This is an optimization exercise on Yosys and OpenROAD, whose aim is small area, a short achievable clock period and few clock cycles per item, not a production implementation. Only simulation tests tie the RTL to the original design; equivalence was not proved. Power is estimated from default activity; no workload was simulated.

`flow/config.mk`:
```
export PLATFORM = sky130hd
export DESIGN_NAME = softened_gravity_accumulator
export DESIGN_NICKNAME = softened_gravity_accumulator
export VERILOG_FILES = /design/flow/design.v
export SDC_FILE = /design/flow/constraint.sdc
export NUM_CORES = 4
export LEC_CHECK = 0
export CAP_MARGIN = 20
export CELL_PAD_IN_SITES_DETAIL_PLACEMENT = 2
export CELL_PAD_IN_SITES_GLOBAL_PLACEMENT = 2
export CORE_MARGIN = 2
export CORE_UTILIZATION = 40
export SETUP_SLACK_MARGIN = 3
export SLEW_MARGIN = 20
```
`flow/constraint.sdc`:
```
create_clock -name core_clock -period 8.0 [get_ports {clk}]
set_input_delay 1.6000 -clock core_clock [delete_from_list [all_inputs] [get_ports {clk}]]
set_output_delay 1.6000 -clock core_clock [all_outputs]
set_load 0.01 [all_outputs]
```
`flow/design.v`:
```
`default_nettype none
package sga_pkg;
  localparam int MASS_W   = 32;
  localparam int EPS_W    = 32;
  localparam int ACC_W    = 64;
  localparam int EPS_SH   = 16;
  localparam int FRAC_SH  = 48;
  typedef enum logic [8:0] {
    S_IDLE   = 9'b000000001,
    S_SQR    = 9'b000000010,
    S_ROOT   = 9'b000000100,
    S_DEN    = 9'b000001000,
    S_MULM   = 9'b000010000,
    S_SATCHK = 9'b000100000,
    S_DIV    = 9'b001000000,
    S_ACCUM  = 9'b010000000,
    S_FIN    = 9'b100000000
  } sga_state_t;
  typedef struct packed {
    logic busy;
    logic done;
    logic last;
  } sga_status_t;
endpackage
`default_nettype wire
`default_nettype none
module softened_gravity_accumulator #(
  parameter int COORD_WIDTH = 32,
  parameter int SUM_WIDTH   = 64
) (
  input  wire logic clk,
  input  wire logic rst,
  input  wire logic cfg_wr_en,
  input  wire logic [31:0] cfg_wr_data,
  input  wire logic s_axis_tvalid,
  output logic      s_axis_tready,
  input  wire logic [((6*COORD_WIDTH+32+7)/8)*8-1:0] s_axis_tdata,
  input  wire logic s_axis_tuser,
  input  wire logic s_axis_tlast,
  output logic      m_axis_tvalid,
  input  wire logic m_axis_tready,
  output logic [3*64-1:0] m_axis_tdata
);
  localparam int S_IDLE = 0, S_LDY = 1, S_LDZ = 2, S_LDW = 3, S_SQ = 4, S_RES = 5,
                 S_ROOT = 6, S_NORM = 7, S_LOAD = 8, S_DIV = 9, S_FIN = 10;
  localparam int NS = 11;
  logic [NS-1:0] st;
  logic [7:0]   cnt;
  logic [6:0]   nbits;    
  logic [1:0]   axis;
  logic [98:0]  ra;       
  logic [98:0]  rb;       
  logic [62:0]  rq;       
  logic [63:0]  rp;       
  logic [4:0]   pcnt;     
  logic         pbusy, pcar, sqc;
  logic [2:0]   negf;
  logic         firstf, zr;
  logic [31:0]  epsr;
  logic [63:0]  s0, s1, s2;    
  logic         mval;
  logic [31:0]  s_sel, t_sel;
  logic [32:0]  dsel;
  logic [31:0]  amag;
  always_comb begin
    if (st[S_IDLE]) begin
      s_sel = s_axis_tdata[96 +: 32];
      t_sel = s_axis_tdata[0 +: 32];
    end else if (st[S_LDY] || (st[S_LOAD] && axis == 2'd0)) begin
      s_sel = s_axis_tdata[128 +: 32];
      t_sel = s_axis_tdata[32 +: 32];
    end else begin
      s_sel = s_axis_tdata[160 +: 32];
      t_sel = s_axis_tdata[64 +: 32];
    end
    dsel  = {s_sel[31], s_sel} - {t_sel[31], t_sel};
    amag  = 32'(({32{rp[32]}} ^ rp[31:0]) + {31'd0, rp[32]});
  end
  wire [31:0] mass = s_axis_tdata[192 +: 32];
  logic [35:0] q_op [9];
  logic [35:0] q_s1, q_c1, q_s2, q_c2, q_s3, q_c3, q_s4, q_c4, q_s5, q_c5, q_s6, q_c6, q_s, q_c;
  logic [1:0]  q_out;
  logic        q_cy;
  always_comb begin
    q_op[0] = 36'(rq[33:0]);
    q_op[1] = 36'(rp[33:0]);
    q_op[2] = 36'(rb[0]  ? ra[31:0]  : 32'd0);
    q_op[3] = 36'(rb[1]  ? {ra[31:0], 1'b0}  : 33'd0);
    q_op[4] = 36'(rb[32] ? ra[63:32] : 32'd0);
    q_op[5] = 36'(rb[33] ? {ra[63:32], 1'b0} : 33'd0);
    q_op[6] = 36'(rb[64] ? ra[95:64] : 32'd0);
    q_op[7] = 36'(rb[65] ? {ra[95:64], 1'b0} : 33'd0);
    q_op[8] = 36'((cnt == 8'd8) ? epsr : 32'd0);
    q_s1 = q_op[0] ^ q_op[1] ^ q_op[2];
    q_c1 = {((q_op[0] & q_op[1]) | (q_op[0] & q_op[2]) | (q_op[1] & q_op[2])), sqc};
    q_s2 = q_op[3] ^ q_op[4] ^ q_op[5];
    q_c2 = {((q_op[3] & q_op[4]) | (q_op[3] & q_op[5]) | (q_op[4] & q_op[5])), 1'b0};
    q_s3 = q_op[6] ^ q_op[7] ^ q_op[8];
    q_c3 = {((q_op[6] & q_op[7]) | (q_op[6] & q_op[8]) | (q_op[7] & q_op[8])), 1'b0};
    q_s4 = q_s1 ^ q_c1 ^ q_s2;
    q_c4 = {((q_s1 & q_c1) | (q_s1 & q_s2) | (q_c1 & q_s2)), 1'b0};
    q_s5 = q_c2 ^ q_s3 ^ q_c3;
    q_c5 = {((q_c2 & q_s3) | (q_c2 & q_c3) | (q_s3 & q_c3)), 1'b0};
    q_s6 = q_s4 ^ q_c4 ^ q_s5;
    q_c6 = {((q_s4 & q_c4) | (q_s4 & q_s5) | (q_c4 & q_s5)), 1'b0};
    q_s  = q_s6 ^ q_c6 ^ q_c5;
    q_c  = {((q_s6 & q_c6) | (q_s6 & q_c5) | (q_c6 & q_c5)), 1'b0};
    q_out = {q_s[1] ^ q_c[1], q_s[0]};
    q_cy  = q_s[1] & q_c[1];
  end
  logic [1:0]  p_b;
  logic        p_c0, p_cn, p_done;
  logic [34:0] p_sum;
  always_comb begin
    p_b[0] = rp[0] ^ pcar;
    p_c0   = rp[0] & pcar;
    p_b[1] = rp[1] ^ p_c0;
    p_cn   = rp[1] & p_c0;
    p_done = !p_cn;
    for (int i = 2; i < 32; i++) begin
      if (rp[i] && (6'(i) + {pcnt, 1'b0} <= 6'd31)) p_done = 1'b0;
    end
    p_sum  = 35'(rp[63:32])
           + 35'(p_b[0] ? mass : 32'd0)
           + 35'(p_b[1] ? {mass, 1'b0} : 33'd0);
  end
  wire  [65:0] rr = {rq[33:0], rb[31:0]};
  logic [1:0]  rpr;      
  logic [1:0]  rp1, rp4;
  logic [7:0]  rwin;
  logic [35:0] rx;
  logic [36:0] rdiff;
  logic        rge, rskip;
  always_comb begin
    rp1 = 2'b00;
    rp4 = 2'b00;
    for (int j = 1; j < 33; j++) begin
      if (cnt == 8'(j - 1)) rp1 = rr[65 - 2*j -: 2];
    end
    for (int j = 4; j < 33; j++) begin
      if (cnt == 8'(j - 4)) rp4 = rr[65 - 2*j -: 2];
    end
    rwin = 8'hff;
    for (int j = 0; j < 8; j++) begin
      if (cnt[4:2] == 3'(j)) rwin = rr[65 - 8*j -: 8];
    end
    rx    = {rb[98:65], rpr};
    rdiff = {1'b0, rx} - {2'b00, rb[64:32], 2'b01};
    rge   = !rdiff[36];
    rskip = (rb[64:32] == '0) && (cnt[1:0] == 2'd0) && (cnt <= 8'd28) && (rwin == '0);
  end
  logic        accm, divm, resm, accneg;
  logic [63:0] sbase;
  logic [64:0] qx;
  logic [100:0] ba, bb;
  logic        bc;
  logic [101:0] bsx;
  logic [100:0] bs;
  always_comb begin
    accm   = st[S_LOAD] || st[S_FIN];
    divm   = st[S_DIV];
    resm   = st[S_RES];
    accneg = negf[0];    
    sbase  = firstf ? 64'd0 : s0;
    qx     = {65{accneg}} ^ {2'b00, rq};
    ba     = accm ? {{37{sbase[63]}}, sbase} : resm ? {67'd0, rq[33:0]} : {1'b0, ra, 1'b0};
    bb     = accm ? {{36{accneg}}, qx} : resm ? {67'd0, rp[33:0]} :
             divm ? ~{2'b00, rb} : {35'd0, rb[32] ? rr : 66'd0};
    bc     = accm ? accneg : resm ? sqc : divm;
    bsx    = {ba, 1'b1} + {bb, bc};
    bs     = bsx[101:1];
  end
  logic        dge;
  logic [63:0] sres;
  always_comb begin
    dge = !bs[100];
    if (bs[64] != bs[63]) sres = bs[64] ? {1'b1, 63'd0} : {1'b0, {63{1'b1}}};
    else                  sres = bs[63:0];
  end
  logic k32, k8, k2;
  wire  qz = (rq == '0);
  always_comb begin
    k32 = qz && (cnt >= 8'd32) && (ra[98:66] == '0);
    k8  = qz && !k32 && (cnt >= 8'd8) && (ra[98:90] == '0);
    k2  = qz && !k32 && !k8 && (cnt >= 8'd2) && (ra[98:96] == '0);
  end
  logic n32, n8, n2, n1, ndone;
  always_comb begin
    n32   = (ra[98:67] == '0);
    n8    = !n32 && (ra[98:91] == '0);
    n2    = !n32 && !n8 && (ra[98:97] == '0);
    n1    = !n32 && !n8 && !n2 && !ra[98];
    ndone = n32 ? ra[66] : n8 ? ra[90] : n2 ? ra[96] : n1 ? ra[97] : 1'b1;
  end
  logic out_free;
  always_comb begin
    out_free      = !mval;
    s_axis_tready = st[S_FIN] && out_free;
    m_axis_tvalid = mval;
    m_axis_tdata  = {s2, s1, s0};
  end
  always_ff @(posedge clk) begin
    if (rst) begin
      epsr <= '0;
    end else if (cfg_wr_en) begin
      epsr <= cfg_wr_data;
    end
  end
  logic div_last;
  always_comb begin
    if (k32)      div_last = (cnt == 8'd32);
    else if (k8)  div_last = (cnt == 8'd8);
    else if (k2)  div_last = (cnt == 8'd2);
    else          div_last = (cnt == 8'd1) || (dge && cnt >= 8'd64);
  end
  always_ff @(posedge clk) begin
    if (rst) begin
      st    <= NS'(1) << S_IDLE;
      mval  <= 1'b0;
      pbusy <= 1'b0;
      s0    <= '0;
      s1    <= '0;
      s2    <= '0;
    end else begin
      if (mval && m_axis_tready) mval <= 1'b0;
      if (pbusy) begin
        rp    <= {p_sum[33:2], p_sum[1:0], rp[31:2]};
        pcar  <= p_cn;
        pcnt  <= pcnt + 5'd1;
        if (pcnt == 5'd15 || p_done) pbusy <= 1'b0;
      end
      if (st[S_IDLE]) begin
        if (s_axis_tvalid) begin
          rp[32:0]  <= dsel;
          firstf    <= s_axis_tuser;
          st        <= NS'(1) << S_LDY;
        end
      end
      if (st[S_LDY]) begin
        ra[31:0]  <= amag;
        rb[31:0]  <= amag;
        negf[0]   <= rp[32];
        rp[32:0]  <= dsel;
        st        <= NS'(1) << S_LDZ;
      end
      if (st[S_LDZ]) begin
        ra[63:32] <= amag;
        rb[63:32] <= amag;
        negf[1]   <= rp[32];
        rp[32:0]  <= dsel;
        st        <= NS'(1) << S_LDW;
      end
      if (st[S_LDW]) begin
        ra[95:64] <= amag;
        rb[98:64] <= {3'd0, amag};
        negf[2]   <= rp[32];
        rq[34:0]  <= '0;
        rp[34:0]  <= '0;
        sqc       <= 1'b0;
        cnt       <= '0;
        st        <= NS'(1) << S_SQ;
      end
      if (st[S_SQ]) begin
        rq[34:0]   <= {1'b0, q_s[35:2]};
        rp[34:0]   <= {1'b0, q_c[35:2]};
        sqc        <= q_cy;
        rb[31:0]   <= {q_out, rb[31:2]};
        rb[63:32]  <= {2'b0, rb[63:34]};
        rb[95:64]  <= {2'b0, rb[95:66]};
        cnt        <= cnt + 8'd1;
        if (cnt == 8'd15) st <= NS'(1) << S_RES;
      end
      if (st[S_RES]) begin
        rq    <= {29'd0, bs[33:0]};
        rpr   <= bs[33:32];
        ra    <= '0;
        zr    <= (epsr == '0) && (ra[95:0] == '0);
        rp    <= {32'd0, ra[31:0]};
        pcnt  <= '0;
        pbusy <= 1'b1;
        pcar  <= 1'b0;
        cnt   <= '0;
        st    <= NS'(1) << S_ROOT;
      end
      if (st[S_ROOT]) begin
        rpr <= rskip ? rp4 : rp1;
        if (rskip) begin
          cnt <= cnt + 8'd4;
        end else begin
          rb[98:65] <= rge ? rdiff[33:0] : rx[33:0];
          rb[64:32] <= {rb[63:32], rge};
          ra        <= bs[98:0];
          cnt       <= cnt + 8'd1;
          if (cnt == 8'd33) begin
            nbits <= 7'd14;
            axis  <= 2'd0;
            st    <= zr ? (NS'(1) << S_LOAD) : (NS'(1) << S_NORM);
          end
        end
      end
      if (st[S_NORM]) begin
        if (n32) begin
          ra    <= {ra[66:0], 32'd0};
          nbits <= nbits + 7'd32;
        end else if (n8) begin
          ra    <= {ra[90:0], 8'd0};
          nbits <= nbits + 7'd8;
        end else if (n2) begin
          ra    <= {ra[96:0], 2'd0};
          nbits <= nbits + 7'd2;
        end else if (n1) begin
          ra    <= {ra[97:0], 1'b0};
          nbits <= nbits + 7'd1;
        end
        if (ndone) st <= NS'(1) << S_LOAD;
      end
      if (st[S_LOAD]) begin
        if (!pbusy && (axis == 2'd0 || out_free)) begin
          if (axis != 2'd0) begin
            s0   <= s1;
            s1   <= s2;
            s2   <= sres;
            negf <= {1'b0, negf[2:1]};
          end
          if (axis == 2'd0) rb <= ra;
          ra    <= {33'd0, rp, 2'd0};
          rq    <= '0;
          cnt   <= {1'b0, nbits} + {2'b0, pcnt, 1'b0};
          if (axis != 2'd2) begin
            rp    <= {32'd0, dsel[31:0] ^ {32{dsel[32]}}};
            pcar  <= dsel[32];
            pcnt  <= '0;
            pbusy <= 1'b1;
          end
          if (zr) begin
            if (axis == 2'd2) st <= NS'(1) << S_FIN;
            else begin
              axis  <= axis + 2'd1;
              st    <= NS'(1) << S_LOAD;
            end
          end else begin
            st <= NS'(1) << S_DIV;
          end
        end
      end
      if (st[S_DIV]) begin
        if (k32) begin
          ra  <= {ra[66:0], 32'd0};
          cnt <= cnt - 8'd32;
        end else if (k8) begin
          ra  <= {ra[90:0], 8'd0};
          cnt <= cnt - 8'd8;
        end else if (k2) begin
          ra  <= {ra[96:0], 2'd0};
          cnt <= cnt - 8'd2;
        end else begin
          ra  <= dge ? bs[98:0] : {ra[97:0], 1'b0};
          rq  <= {rq[61:0], dge};
          cnt <= cnt - 8'd1;
          if (dge && cnt >= 8'd64) rq <= '1;
        end
        if (div_last) begin
          if (axis == 2'd2) st <= NS'(1) << S_FIN;
          else begin
            axis  <= axis + 2'd1;
            st    <= NS'(1) << S_LOAD;
          end
        end
      end
      if (st[S_FIN]) begin
        if (out_free) begin
          s0 <= s1;
          s1 <= s2;
          s2 <= sres;
          if (s_axis_tlast) mval <= 1'b1;
          st <= NS'(1) << S_IDLE;
        end
      end
    end
  end
endmodule
`default_nettype wire
```
`flow/run.sh`:
```
#!/bin/bash
# synth_recipe.tcl (not shown) runs the flow's synth.tcl, then flattens the netlist and writes it again
# the make line also repeats each setting of config.mk as NAME=value (left out here)
make -C /OpenROAD-flow-scripts/flow DESIGN_CONFIG=/design/flow/config.mk WORK_HOME=/design/flow/orfs CLKGATE_MAP_FILE= SYNTH_SCRIPT=/design/flow/synth_recipe.tcl finish
```
==> results of run 1 <==
-- routing by layer --
layer / track usage [%] / overflow
met1: 71.7 / 2
met5: 36.8 / 0
met4: 66.4 / 13
met3: 55.2 / 1
met2: 88.0 / 8
-- power groups by stage --
stage	sequential, W	combinational [W]	clock (W)
4_1_cts	0.00394	0.00908	0.00405
3_5_place_dp	0.00401	0.00837	0
3_3_place_gp	0.00401	0.00794	0
2_1_floorplan	0.00371	0.00449	0
-- cell usage after synthesis (all sizes together) (19+ instances only) --
cell type / number
and3: 39
a21o: 124
edfxtp: 355
o21bai: 46
nand4: 68
or3: 39
o2111ai: 23
a221oi: 54
o21a: 67
nand2: 993
fa: 258
nand3: 161
a21oi: 959
a2bb2oi: 28
a211o: 21
buf: 139
mux2i: 313
a222oi: 38
a221o: 37
o21ai: 790
nand2b: 50
nor4: 86
dfxtp: 237
nor3: 126
inv: 358
and2: 328
a22oi: 50
nor2b: 37
a22o: 46
a211oi: 164
ha: 261
xor2: 89
o211ai: 132
nor2: 853
nand3b: 37
a31oi: 73
xnor2: 262
o221ai: 70
o221a: 19
o31ai: 27
mux2: 21
o22ai: 129
clkbuf: 694
-- cells by family after synthesis --
logic type               share of synthesized area, %
AO/OA/AOI/OAI                                    28.6
adder cells (fa/ha/maj)                          12.5
buffers and inverters                            6.77
AND/OR/NAND/NOR                                  19.8
flip-flops                                       22.8
XOR/XNOR                                         4.56
multiplexers                                     4.99
-- how the worst max path moves through the flow --
stage | from | end | slack (ns)
after CTS | rb[32] | ra[86] | 2.90
after detailed placement | st[9] | st[5] | 0.90
after global placement | st[5] | st[5] | 1.02
after floorplan | s_axis_tdata[193] | rp[61] | 3.01
-- metrics by stage --
step | util [%] | setup WS [ns]
2_1_floorplan | - | 3.01
3_3_place_gp | 44.9 | 1.02
3_5_place_dp | 45.0 | 0.897
4_1_cts | 49.1 | 2.90
-- what timing repair did --
action                     CTS
setup buffers              160
resized for setup          506
setup endpoints to repair  363
pin swaps                  131
cloned                      18
==> flow_summary.yaml, run 1 <==
die:
  dieHeight_um: 415
  initial_utilization_pct: 40.3
  die_w_um: 415
  placementRows: 150
  num_io_pins: 457
synth:
  synthDominantAreaCellType: "sky130_fd_sc_hd__edfxtp_1"
  yosys_warnings: 2
  synthDistinctLibCells: 102
  post-synth-top-area-fraction_pct: 15.8
  seq_area_frac_synth_pct: 22.8
  synth_flop_cell: "sky130_fd_sc_hd__edfxtp_1"
  synth_async_sr_flop_share_pct: 0
  yosys_register_bits: 592
  postSynthNetCount: 9737
  synth_edf_count: 355
  post_synth.cell_area_avg_um2: 7.54
  syn_inst: 8955
  ys_top_cells_by_area: "sky130_fd_sc_hd__edfxtp_1 (16%), sky130_fd_sc_hd__fa_1 (7.7%), sky130_fd_sc_hd__a21oi_1 (7.1%)"
  area_of_the_mapped_netlist_um2: 67500
placement:
  gp_congestion: 1.13
  detailed_place.area_um2: 75300
  place_hpwl_mm: 354
  place.port_buffers: 456
  dp.cells: 11200
clock_tree:
  cts-buffers-inserted: 83
  cts.path.max_buffers: 3
  htree_num_levels: 3
  ctsRootBufferMaster: "sky130_fd_sc_hd__clkbuf_16"
  number_of_clock_sinks: 592
  post_cts_hold_buffer_count: 0
outcome:
  status: "did not finish"
  first-error: "[ERROR GRT-0232] Routing congestion too high. Check the congestion heatmap in the GUI."
  haltStage: "5_1_grt"
grt:
  gr-total-overflow: 24
  grtUsageTotal_pct: 71.1
  grt_max_degree: 149
Testbench counts, summed over its fixed seeds: cycles 235,186, items 1,920.
==> run 2, diff against run 1 <==
--- a/flow/config.mk
+++ b/flow/config.mk
@@ -6,9 +6,9 @@
 export NUM_CORES = 4
 export LEC_CHECK = 0
 export CAP_MARGIN = 20
-export CELL_PAD_IN_SITES_DETAIL_PLACEMENT = 2
-export CELL_PAD_IN_SITES_GLOBAL_PLACEMENT = 2
 export CORE_MARGIN = 2
-export CORE_UTILIZATION = 40
+export CORE_UTILIZATION = 30
+export MIN_ROUTING_LAYER = met2
+export PLACE_DENSITY = 0.5
 export SETUP_SLACK_MARGIN = 3
 export SLEW_MARGIN = 20
==> run 2 against run 1 <==
Compared with the run above:
- the run again fails in 5_1_grt
- synthesized area unchanged
- synthesized cell count stayed put
==> flow_summary.yaml, run 2 <==
synth:
  synth_edf_count: 355
  synth_flop_cell: "sky130_fd_sc_hd__edfxtp_1"
  synthDistinctLibCells: 102
  area_of_the_mapped_netlist_um2: 67500
  seq_area_frac_synth_pct: 22.8
  synthDominantAreaCellType: "sky130_fd_sc_hd__edfxtp_1"
  yosys_register_bits: 592
  postSynthNetCount: 9737
  yosys_warnings: 2
  ys_top_cells_by_area: "sky130_fd_sc_hd__edfxtp_1 (16%), sky130_fd_sc_hd__fa_1 (7.7%), sky130_fd_sc_hd__a21oi_1 (7.1%)"
  synth_async_sr_flop_share_pct: 0
  post-synth-top-area-fraction_pct: 15.8
  yosysMostFrequentCell: "sky130_fd_sc_hd__nand2_1"
  synth_commonest_cells: "sky130_fd_sc_hd__nand2_1 (991), sky130_fd_sc_hd__a21oi_1 (959), sky130_fd_sc_hd__nor2_1 (849), sky130_fd_sc_hd__o21ai_0 (782), sky130_fd_sc_hd__clkbuf_1 (691)"
  post_synth.cell_area_avg_um2: 7.54
  syn_inst: 8955
die:
  placementRows: 174
  initial_utilization_pct: 30.1
  dieHeight_um: 478
  die_w_um: 478
  num_io_pins: 457
placement:
  place.port_buffers: 456
  dp.cells: 12100
  gp_congestion: 1.27
  place_hpwl_mm: 381
outcome:
  status: "did not finish"
  haltStage: "5_1_grt"
  first-error: "[ERROR GRT-0116] Global routing finished with congestion. Check the congestion regions in the DRC Viewer."
clock_tree:
  ctsRootBufferMaster: "sky130_fd_sc_hd__clkbuf_16"
  post_cts_hold_buffer_count: 0
  number_of_clock_sinks: 592
  htree_num_levels: 3
  cts.path.max_buffers: 3
  cts-buffers-inserted: 86
grt:
  grtUsageTotal_pct: 77.6
  vias_in_the_first_global_route: 124000
  grt_pass1_wl_mm: 830
  gr-total-overflow: 155
  grt_max_degree: 165
## run 2: how the worst max path moves through the flow
| stage | start | to | slack [ns] | cells after the start |
|---|---|---|---|---|
| global placement | st[8] | ra[46] | 0.52 | 19 |
| floorplan | s_axis_tdata[193] | rp[61] | 3.01 | 16 |
| detailed placement | st[8] | ra[57] | 0.65 | 19 |
| CTS | rb[32] | ra[63] | 2.64 | 26 |
## run 2: per-stage QoR
step / setup WS, ns / hold slack [ns] / instance area [um^2]
2_1_floorplan: 3.01 / 0.475 / 67600
3_3_place_gp: 0.521 / 0.454 / 77200
3_5_place_dp: 0.652 / 0.460 / 77200
4_1_cts: 2.64 / 0.465 / 85000
## run 2: logic make-up after synthesis
kind of cell    count (synthesis)  share of synthesized area [%]
compound gates               3071                           28.6
xor+xnor                      351                           4.56
fa+ha+maj                     520                           12.5
buf+inv                      1194                           6.77
flops                         592                           22.8
mux                           334                           4.99
simple gates                 2893                           19.8
## run 2: metal layers
metal	overflow	GRT usage, %
met2	12	81.2
met4	9	58.4
met3	122	85.7
met1	-	-
met5	12	69.2
## run 2: what timing repair did
action | 4_1_cts
setup buffers | 179
resized for setup | 568
pin swaps | 122
gates cloned | 35
setup endpoints to repair | 364
## run 2: power by group through the flow
stage,Clock [W],Sequential [W],Combinational (W)
after global placement,0,0.00405,0.00889
after detailed placement,0,0.00405,0.00888
after CTS,0.00407,0.00397,0.00958
after floorplan,0,0.00371,0.00449
